This design comes from an exercise in tuning for a short achievable clock period and few clock cycles on the open sky130 flow, not from production work. Only simulation tests tie the RTL to the original design; equivalence was not proved. No driver is modelled on the clock port, so clock power and skew are understated where the tree is cut down; a real chip needs a root buffer or a tree.

Design lsu_top, start of the top module:
module lsu_top (
  input  logic             clk,
  input  logic             nrst,
  input  logic             req_valid,
  input  logic [2:0]       req_op,
  input  logic [31:0]      req_addr,
  input  logic [31:0]      req_wdata,
  input  logic             rsp_credit,
  output logic             req_credit,
  output logic             rsp_valid,
  output logic [31:0]      rsp_data
);
For scale: roughly 3100 flip-flops, ~110 I/O pins, about 0.11 mm^2 of cells after synthesis.
export LEC_CHECK = 0
export ABC_CLOCK_PERIOD_IN_PS = 1950
export CAP_MARGIN = 20
export CORE_MARGIN = 2
export CORE_UTILIZATION = 40
export SETUP_SLACK_MARGIN = 3.55
export SLEW_MARGIN = 20
create_clock -name core_clock -period 5.5 [get_ports {clk}]
standard.sh (not shown) runs the stock make flow with config.mk's settings and CLKGATE_MAP_FILE= SYNTH_SCRIPT=/design/flow/synth_recipe.tcl, a recipe that flattens the netlist after the stock synthesis.
==> flow/flow/run.sh <==
#!/bin/bash
# Standard layout, except the clock tree: flow/mytree.tcl replaces
# clock_tree_synthesis with a shallow balanced tree (clock port -> 4 root
# inverters -> mid inverters -> leaf buffers -> clusters of ~24 flip-flops;
# two inversions, so every flip-flop sees the clock's own rising edge).
set -euo pipefail
WORK=$(pwd)
export PRE_CTS_TCL=$WORK/flow/mytree.tcl
export CTSX_LEAF_N=24
export CTSX_MID_N=8
export CTSX_ROOT_BUF=sky130_fd_sc_hd__clkinv_16
export CTSX_MID_BUF=sky130_fd_sc_hd__clkinv_8
export CTSX_LEAF_BUF=sky130_fd_sc_hd__clkbuf_16
export MAX_REPAIR_ANTENNAS_ITER_DRT=12
bash standard.sh finish > "$WORK/standard_flow.log" 2>&1
==> flow/flow/mytree.tcl <==
# Balanced clock tree: the clock port feeds 4 root cells, each root feeds mid
# cells, each mid feeds leaf cells, each leaf a cluster of flip-flops.
# Sourced as PRE_CTS_TCL; replaces clock_tree_synthesis.

proc ctsx_bisect {pts maxn} {
  if {[llength $pts] <= $maxn} { return [list $pts] }
  set xs {}; set ys {}
  foreach p $pts { lappend xs [lindex $p 0]; lappend ys [lindex $p 1] }
  set xs [lsort -integer $xs]; set ys [lsort -integer $ys]
  set dx [expr {[lindex $xs end] - [lindex $xs 0]}]
  set dy [expr {[lindex $ys end] - [lindex $ys 0]}]
  set k [expr {$dx >= $dy ? 0 : 1}]
  set s [lsort -integer -index $k $pts]
  set h [expr {[llength $s] / 2}]
  return [concat [ctsx_bisect [lrange $s 0 [expr {$h - 1}]] $maxn] \
                 [ctsx_bisect [lrange $s $h end] $maxn]]
}

proc ctsx_centroid {pts} {
  set sx 0; set sy 0
  foreach p $pts { set sx [expr {$sx + [lindex $p 0]}]; set sy [expr {$sy + [lindex $p 1]}] }
  set n [llength $pts]
  return [list [expr {$sx / $n}] [expr {$sy / $n}]]
}

proc ctsx_place {inst xy} {
  set m [$inst getMaster]
  set x [expr {[lindex $xy 0] - [$m getWidth] / 2}]
  set y [expr {[lindex $xy 1] - [$m getHeight] / 2}]
  $inst setLocation $x $y
  $inst setPlacementStatus PLACED
}

proc ctsx_out {inst} {
  foreach it [$inst getITerms] {
    if {[$it isOutputSignal]} { return $it }
  }
  error "no output on [$inst getName]"
}

proc ctsx_build {} {
  set db [ord::get_db]
  set block [ord::get_db_block]
  set leafn [expr {[info exists ::env(CTSX_LEAF_N)] ? $::env(CTSX_LEAF_N) : 24}]
  set nroot [expr {[info exists ::env(CTSX_NROOT)] ? $::env(CTSX_NROOT) : 4}]
  set leafm [$db findMaster [expr {[info exists ::env(CTSX_LEAF_BUF)] ? $::env(CTSX_LEAF_BUF) : "sky130_fd_sc_hd__clkbuf_16"}]]
  set rootm [$db findMaster [expr {[info exists ::env(CTSX_ROOT_BUF)] ? $::env(CTSX_ROOT_BUF) : "sky130_fd_sc_hd__clkbuf_16"}]]
  set clk [$block findNet clk]
  set sinks {}
  foreach it [$clk getITerms] {
    set bb [[$it getInst] getBBox]
    lappend sinks [list [expr {([$bb xMin] + [$bb xMax]) / 2}] [expr {([$bb yMin] + [$bb yMax]) / 2}] $it]
  }
  puts "ctsx: [llength $sinks] sinks"
  set clusters [ctsx_bisect $sinks $leafn]
  set leaves {}
  set i 0
  foreach c $clusters {
    set inst [odb::dbInst_create $block $leafm "ctsx_leaf_$i"]
    set net [odb::dbNet_create $block "ctsx_leafnet_$i"]
    $net setSigType CLOCK
    [ctsx_out $inst] connect $net
    foreach p $c {
      set it [lindex $p 2]
      $it disconnect
      $it connect $net
    }
    set xy [ctsx_centroid $c]
    ctsx_place $inst $xy
    lappend leaves [list [lindex $xy 0] [lindex $xy 1] [$inst findITerm A]]
    incr i
  }
  puts "ctsx: $i leaf buffers"
  set midn [expr {[info exists ::env(CTSX_MID_N)] ? $::env(CTSX_MID_N) : 0}]
  if {$midn > 0} {
    set midm [$db findMaster [expr {[info exists ::env(CTSX_MID_BUF)] ? $::env(CTSX_MID_BUF) : "sky130_fd_sc_hd__clkbuf_16"}]]
    set mgroups [ctsx_bisect $leaves $midn]
    set mids {}
    set k 0
    foreach g $mgroups {
      set inst [odb::dbInst_create $block $midm "ctsx_mid_$k"]
      set net [odb::dbNet_create $block "ctsx_midnet_$k"]
      $net setSigType CLOCK
      [ctsx_out $inst] connect $net
      foreach p $g { [lindex $p 2] connect $net }
      set xy [ctsx_centroid $g]
      ctsx_place $inst $xy
      lappend mids [list [lindex $xy 0] [lindex $xy 1] [$inst findITerm A]]
      incr k
    }
    puts "ctsx: $k mid buffers"
    set leaves $mids
  }
  set per [expr {int(ceil(double([llength $leaves]) / $nroot))}]
  set groups [ctsx_bisect $leaves $per]
  set j 0
  foreach g $groups {
    set inst [odb::dbInst_create $block $rootm "ctsx_root_$j"]
    set net [odb::dbNet_create $block "ctsx_rootnet_$j"]
    $net setSigType CLOCK
    [ctsx_out $inst] connect $net
    foreach p $g { [lindex $p 2] connect $net }
    ctsx_place $inst [ctsx_centroid $g]
    [$inst findITerm A] connect $clk
    incr j
  }
  $clk setSigType CLOCK
  puts "ctsx: $j root buffers"
}

ctsx_build
set_propagated_clock [all_clocks]
proc clock_tree_synthesis {args} { puts "ctsx: clock_tree_synthesis skipped" }
proc repair_clock_inverters {args} { puts "ctsx: repair_clock_inverters skipped" }
The first run ran to the end with no violations.
Testbench counts at the start, summed over its fixed seeds: cycles 6,440.
Edit:
==> flow/flow/run.sh (replaced) <==
#!/bin/bash
# Standard layout, except the clock tree: flow/mytree.tcl replaces
# clock_tree_synthesis with a shallow balanced tree (clock port -> 4 root
# buffers -> mid buffers -> leaf buffers -> clusters of ~24 flip-flops).
set -euo pipefail
WORK=$(pwd)
export PRE_CTS_TCL=$WORK/flow/mytree.tcl
export CTSX_LEAF_N=24
export CTSX_MID_N=8
export CTSX_ROOT_BUF=sky130_fd_sc_hd__buf_16
bash standard.sh finish > "$WORK/standard_flow.log" 2>&1
--- a/flow/flow/mytree.tcl
+++ b/flow/flow/mytree.tcl
@@ -1,2 +1,2 @@
-# Balanced clock tree: the clock port feeds 4 root cells, each root feeds mid
-# cells, each mid feeds leaf cells, each leaf a cluster of flip-flops.
+# Balanced clock tree: the clock port feeds 4 root buffers, each root feeds
+# mid buffers, each mid feeds leaf buffers, each leaf a cluster of flip-flops.
@@ -34,7 +33,0 @@
-proc ctsx_out {inst} {
-  foreach it [$inst getITerms] {
-    if {[$it isOutputSignal]} { return $it }
-  }
-  error "no output on [$inst getName]"
-}
-
@@ -62 +55 @@
-    [ctsx_out $inst] connect $net
+    [$inst findITerm X] connect $net
@@ -84 +77 @@
-      [ctsx_out $inst] connect $net
+      [$inst findITerm X] connect $net
@@ -101 +94 @@
-    [ctsx_out $inst] connect $net
+    [$inst findITerm X] connect $net
@@ -114 +106,0 @@
-proc repair_clock_inverters {args} { puts "ctsx: repair_clock_inverters skipped" }
Effect: Routed wire length is about the same. Global-route usage stays flat. Final cell count barely changes. Final area is about the same. Maximum frequency came out lower by about 5%. Die area stays the same.
In every run of this note, the design's own scripts or RTL, not TritonCTS, make the clock network.

## re-timing with driven ports
The results above use ideal ports. As a check the final layouts listed here were re-extracted and re-timed, cells and wires unchanged. Step 1 (the two cells are an assumption about what drives the block):
set clk [get_ports {clk}]
set_driving_cell -lib_cell sky130_fd_sc_hd__clkbuf_16 $clk
set_driving_cell -lib_cell sky130_fd_sc_hd__buf_2 [delete_from_list [all_inputs] $clk]
Step 2 times the ports against the registers' clock, not the clock port: input delays grow and output delays shrink by t, the midpoint of the rising clock arrivals with the driver on. Three values: ideal ports, drivers, drivers and shift; two values: the first two.
run | t, ns | slack for setup (ns) | worst setup path at the end | worst register clock-pin slew, ns
the first run | 0.778 | 3.455 / 3.136 / 2.992 | input to register | 0.10 / 0.10
the second run | 0.757 | 3.348 / 3.156 / 2.984 | input to register | 0.10 / 0.10
After both steps every run listed still meets setup and hold. The setup slack of the first run, which loses most, moves by -0.319 ns with the drivers and by -0.463 ns with both steps.
